From an optimization exercise on the open Yosys and OpenROAD flow, aimed at small area, a short achievable clock period and few clock cycles per item; shortcuts taken in it are not production practice.
RTL that was checked went through simulation tests only; none was proved equivalent to the original.

==> run C <==
## rda_top
module rda_top (
	input  logic        clk,
	input  logic        rst,
	input  logic [63:0] req_a,
	input  logic [63:0] req_b,
	input  logic        req_cin,
	input  logic        req_valid,
	output logic        req_credit,
	output logic [64:0] rsp_sum,
	output logic        rsp_valid,
	input  logic        rsp_credit
);
==> module rda_result_buffer, before the edit <==
module rda_result_buffer (
	input  logic        clk,
	input  logic        rst,
	input  logic [64:0] push_data,
	input  logic        push_valid,
	output logic        push_take,
	output logic [64:0] rsp_sum,
	output logic        rsp_valid,
	input  logic        rsp_credit,
	output logic        req_credit
);
	localparam int DEPTH = 6;
	logic [64:0]      mem [0:DEPTH-1];
	logic [DEPTH-1:0] wr_oh;
	logic [DEPTH-1:0] rd_oh;
	logic [DEPTH-1:0] full_v;
	logic             head_v;
	logic             tail_v;
	logic [3:0]       credits;
	logic             out_v;
	logic             valid_q;
	logic             pop;
	logic             f_pop;
	logic             f_push;
	logic             out_v_next;
	logic [3:0]       credits_next;
	logic [DEPTH:0]   out_sel;
	logic [65*DEPTH-1:0] out_src;
	assign pop = valid_q;
	assign head_v = |(full_v & rd_oh);
	assign tail_v = |(full_v & wr_oh);
	assign f_pop = (~out_v | pop) & head_v;
	assign f_push = push_valid & ~tail_v;
	assign push_take = f_push;
	assign out_v_next = f_pop | (out_v & ~pop);
	always_comb begin
		case ({rsp_credit, pop})
			2'b10: credits_next = {credits[2:0], 1'b1};
			2'b01: credits_next = {1'b0, credits[3:1]};
			default: credits_next = credits;
		endcase
	end
	always_ff @(posedge clk) begin
		for (int k = 0; k < DEPTH; k++)
			if (f_push & wr_oh[k])
				mem[k] <= push_data;
	end
	always_ff @(posedge clk) begin
		if (rst) begin
			wr_oh <= DEPTH'(1);
			rd_oh <= DEPTH'(1);
			full_v <= '0;
			out_v <= 1'b0;
			credits <= 4'b1111;
			valid_q <= 1'b0;
		end else begin
			if (f_push)
				wr_oh <= {wr_oh[DEPTH-2:0], wr_oh[DEPTH-1]};
			if (f_pop)
				rd_oh <= {rd_oh[DEPTH-2:0], rd_oh[DEPTH-1]};
			full_v <= (full_v & ~({DEPTH{f_pop}} & rd_oh)) | ({DEPTH{f_push}} & wr_oh);
			out_v <= out_v_next;
			credits <= credits_next;
			valid_q <= out_v_next & credits_next[0];
		end
	end
	for (genvar k = 0; k < DEPTH; k++) begin : g_sel
		assign out_sel[k] = f_pop & rd_oh[k];
		assign out_src[65*k +: 65] = mem[k];
	end
	assign out_sel[DEPTH] = ~f_pop;
	rda_out_reg #(.N(DEPTH + 1)) u_out (
		.clk       (clk),
		.rst       (rst),
		.sel       (out_sel),
		.src       (out_src),
		.valid_d   (out_v_next & credits_next[0]),
		.rsp_sum   (rsp_sum),
		.rsp_valid (rsp_valid),
		.req_credit(req_credit)
	);
endmodule
==> module rda_top, before the edit <==
module rda_top (
	input  logic        clk,
	input  logic        rst,
	input  logic [63:0] req_a,
	input  logic [63:0] req_b,
	input  logic        req_cin,
	input  logic        req_valid,
	output logic        req_credit,
	output logic [64:0] rsp_sum,
	output logic        rsp_valid,
	input  logic        rsp_credit
);
	logic [64:0] core_sum;
	logic        core_valid;
	logic        core_take;
	rda_core u_core (
		.clk       (clk),
		.rst       (rst),
		.req_a     (req_a),
		.req_b     (req_b),
		.req_cin   (req_cin),
		.req_valid (req_valid),
		.take      (core_take),
		.sum_out   (core_sum),
		.sum_valid (core_valid)
	);
	rda_result_buffer u_buffer (
		.clk        (clk),
		.rst        (rst),
		.push_data  (core_sum),
		.push_valid (core_valid),
		.push_take  (core_take),
		.rsp_sum    (rsp_sum),
		.rsp_valid  (rsp_valid),
		.rsp_credit (rsp_credit),
		.req_credit (req_credit)
	);
endmodule
clock: 3.6 ns
lec_check: 0
cap_margin: 20
core_margin: 2
core_utilization: 40
cts_cluster_diameter: 80
cts_cluster_size: 30
setup_slack_margin: 1.6
slew_margin: 20
synth_hierarchical: 1
standard.sh (not shown) runs the stock make flow with config.mk's settings and CLKGATE_MAP_FILE= SYNTH_SCRIPT=/design/flow/synth_recipe.tcl, a recipe that flattens the netlist after the stock synthesis.
==> flow/flow/run.sh <==
#!/bin/bash
# Layout flow: the standard synthesis and ORFS flow, with the port buffers
# made from plain buffers (buf_4) instead of the delay cells buffer_ports picks by default.
set -euo pipefail
cd "$(dirname "$0")/.."
bash standard.sh synth > synth.log 2>&1
bash standard.sh "BUFFER_PORTS_ARGS=-buffer_cell sky130_fd_sc_hd__buf_4" finish > layout.log 2>&1
test -f out/final.def
==> inputs of run G, as changes to run C <==
--- a/flow/design.v
+++ b/flow/design.v
@@ -1802,2 +1802,3 @@
 	input  logic        push_valid,
+	input  logic        push_arrive,
 	output logic        push_take,
@@ -1813,4 +1814,2 @@
 	logic [DEPTH-1:0] full_v;
-	logic             head_v;
-	logic             tail_v;
 	logic [3:0]       credits;
@@ -1818,3 +1817,7 @@
 	logic             valid_q;
+	logic [DEPTH-1:0] we_q;
+	logic [DEPTH:0]   sel_q;
 	logic             pop;
+	logic             head_v;
+	logic             tail_v;
 	logic             f_pop;
@@ -1822,4 +1825,10 @@
 	logic             out_v_next;
+	logic             valid_next;
 	logic [3:0]       credits_next;
-	logic [DEPTH:0]   out_sel;
+	logic [DEPTH-1:0] wr_oh_next;
+	logic [DEPTH-1:0] rd_oh_next;
+	logic [DEPTH-1:0] full_v_next;
+	logic             push_valid_next;
+	logic             f_push_next;
+	logic             f_pop_next;
 	logic [65*DEPTH-1:0] out_src;
@@ -1839,5 +1848,12 @@
 	end
+	assign valid_next = out_v_next & credits_next[0];
+	assign wr_oh_next = f_push ? {wr_oh[DEPTH-2:0], wr_oh[DEPTH-1]} : wr_oh;
+	assign rd_oh_next = f_pop ? {rd_oh[DEPTH-2:0], rd_oh[DEPTH-1]} : rd_oh;
+	assign full_v_next = (full_v & ~({DEPTH{f_pop}} & rd_oh)) | ({DEPTH{f_push}} & wr_oh);
+	assign push_valid_next = push_arrive | (push_valid & ~f_push);
+	assign f_push_next = push_valid_next & ~(|(full_v_next & wr_oh_next));
+	assign f_pop_next = (~out_v_next | valid_next) & (|(full_v_next & rd_oh_next));
 	always_ff @(posedge clk) begin
 		for (int k = 0; k < DEPTH; k++)
-			if (f_push & wr_oh[k])
+			if (we_q[k])
 				mem[k] <= push_data;
@@ -1852,18 +1868,18 @@
 			valid_q <= 1'b0;
+			we_q <= '0;
+			sel_q <= {1'b1, {DEPTH{1'b0}}};
 		end else begin
-			if (f_push)
-				wr_oh <= {wr_oh[DEPTH-2:0], wr_oh[DEPTH-1]};
-			if (f_pop)
-				rd_oh <= {rd_oh[DEPTH-2:0], rd_oh[DEPTH-1]};
-			full_v <= (full_v & ~({DEPTH{f_pop}} & rd_oh)) | ({DEPTH{f_push}} & wr_oh);
+			wr_oh <= wr_oh_next;
+			rd_oh <= rd_oh_next;
+			full_v <= full_v_next;
 			out_v <= out_v_next;
 			credits <= credits_next;
-			valid_q <= out_v_next & credits_next[0];
+			valid_q <= valid_next;
+			we_q <= {DEPTH{f_push_next}} & wr_oh_next;
+			sel_q <= {~f_pop_next, {DEPTH{f_pop_next}} & rd_oh_next};
 		end
 	end
-	for (genvar k = 0; k < DEPTH; k++) begin : g_sel
-		assign out_sel[k] = f_pop & rd_oh[k];
+	for (genvar k = 0; k < DEPTH; k++) begin : g_src
 		assign out_src[65*k +: 65] = mem[k];
 	end
-	assign out_sel[DEPTH] = ~f_pop;
 	rda_out_reg #(.N(DEPTH + 1)) u_out (
@@ -1871,5 +1887,5 @@
 		.rst       (rst),
-		.sel       (out_sel),
+		.sel       (sel_q),
 		.src       (out_src),
-		.valid_d   (out_v_next & credits_next[0]),
+		.valid_d   (valid_next),
 		.rsp_sum   (rsp_sum),
@@ -1953,2 +1969,3 @@
 		.push_valid (core_valid),
+		.push_arrive(req_valid),
 		.push_take  (core_take),
SETUP_SLACK_MARGIN = 1.85   (was 1.6)
==> inputs of run A, as changes to run C <==
==> flow/run.sh (new file) <==
#!/bin/bash
# synth_recipe.tcl (not shown) runs the flow's synth.tcl, then flattens the netlist and writes it again
# the make line also repeats each setting of config.mk as NAME=value (left out here)
make -C /OpenROAD-flow-scripts/flow DESIGN_CONFIG=/design/flow/config.mk WORK_HOME=/design/flow/orfs CLKGATE_MAP_FILE= SYNTH_SCRIPT=/design/flow/synth_recipe.tcl finish
CORE_UTILIZATION = 60   (was 40)
PLACE_DENSITY = 0.72   (was not set)
removed: flow/flow/run.sh
removed: flow/standard.sh
==> impl_metrics.yaml <==
status:
  status: "timing/DRC/antenna clean"
global_routing:
  use_met2_pct: 33.14
  met1_usage_pct: 25.49
final_layout:
  layout-drive-gt1-share_pct: 25.24
worst_setup_path:
  path_cells: "a22o_4, o311ai_4, clkinv_4, buf_12, buf_16, a222oi_1, nand3_1"
placement:
  dp_cells: 2894
(the above is from run C)
==> impl_metrics.yaml <==
placement:
  dp_cells: 2909
power_and_ir_drop:
  p_seq_share_pct: 54.6
worst_setup_path:
  reg2reg_to: "u_buffer.sel_q[0]$_SDFF_PP0_"
  path_cells: "a22oi_2, a32oi_4, buf_12, mux2i_4, o22ai_2, o31ai_4, nor2_1"
global_routing:
  use_met2_pct: 33.46
  busiest_layer: "met2"
  met1_usage_pct: 25.75
final_layout:
  nFillCells: 5340
  layout-drive-gt1-share_pct: 31.63
synthesis:
  synth.net_count: 2127
status:
  status: "timing/DRC/antenna clean"
(the above is from run G)
==> impl_metrics.yaml <==
die:
  coreArea_um2: 39730
  ios: 200
status:
  status: "timing/DRC/antenna clean"
final_layout:
  final_cell_mix: "edfxtp_1 (390), nand2_1 (257), nor2_1 (224), dfxtp_1 (134), a22oi_1 (131)"
  layout-drive-gt1-share_pct: 20.59
placement:
  dp_cells: 2636
worst_setup_path:
  path_cells: "a222oi_1, buf_4, buf_12, buf_6, nand4_4, clkinvlp_4, buf_12, buf_12, buf_16"
global_routing:
  use_met2_pct: 51.39
(the above is from run A)
Testbench counts of run G, summed over its fixed seeds: cycles 16,024, items 16,000.
No functional check of the RTL was part of run C and run A.

## what the ideal ports hide
Ports are ideal in the flow. The routed layouts listed here were re-timed in OpenROAD. Step 1: set_driving_cell puts a clkbuf_16 on clk and a buf_2 on each other input, an assumption about the parent block. Step 2 also shifts input and output timing later by t, the mid clock arrival at the registers, as if the neighbouring blocks saw the same clock. Three values: ideal ports, drivers, drivers and shift; two values: the first two.
run	t, ns	setup slack, ns	worst setup path after step 2	clock arrival spread, ns	cell pins on the clock port's net
run C	0.636	1.570 / 1.570 / 1.151	input to register	0.033 / 0.032	1
run G	0.639	1.713 / 1.713 / 1.378	input to register	0.022 / 0.022	1
run A	0.627	1.315 / 1.315 / 1.040	input to register	0.035 / 0.035	1
After both steps every run listed still meets setup and hold. The setup slack of run C, which loses most, moves by 0.000 ns with the drivers and by -0.419 ns with both steps.
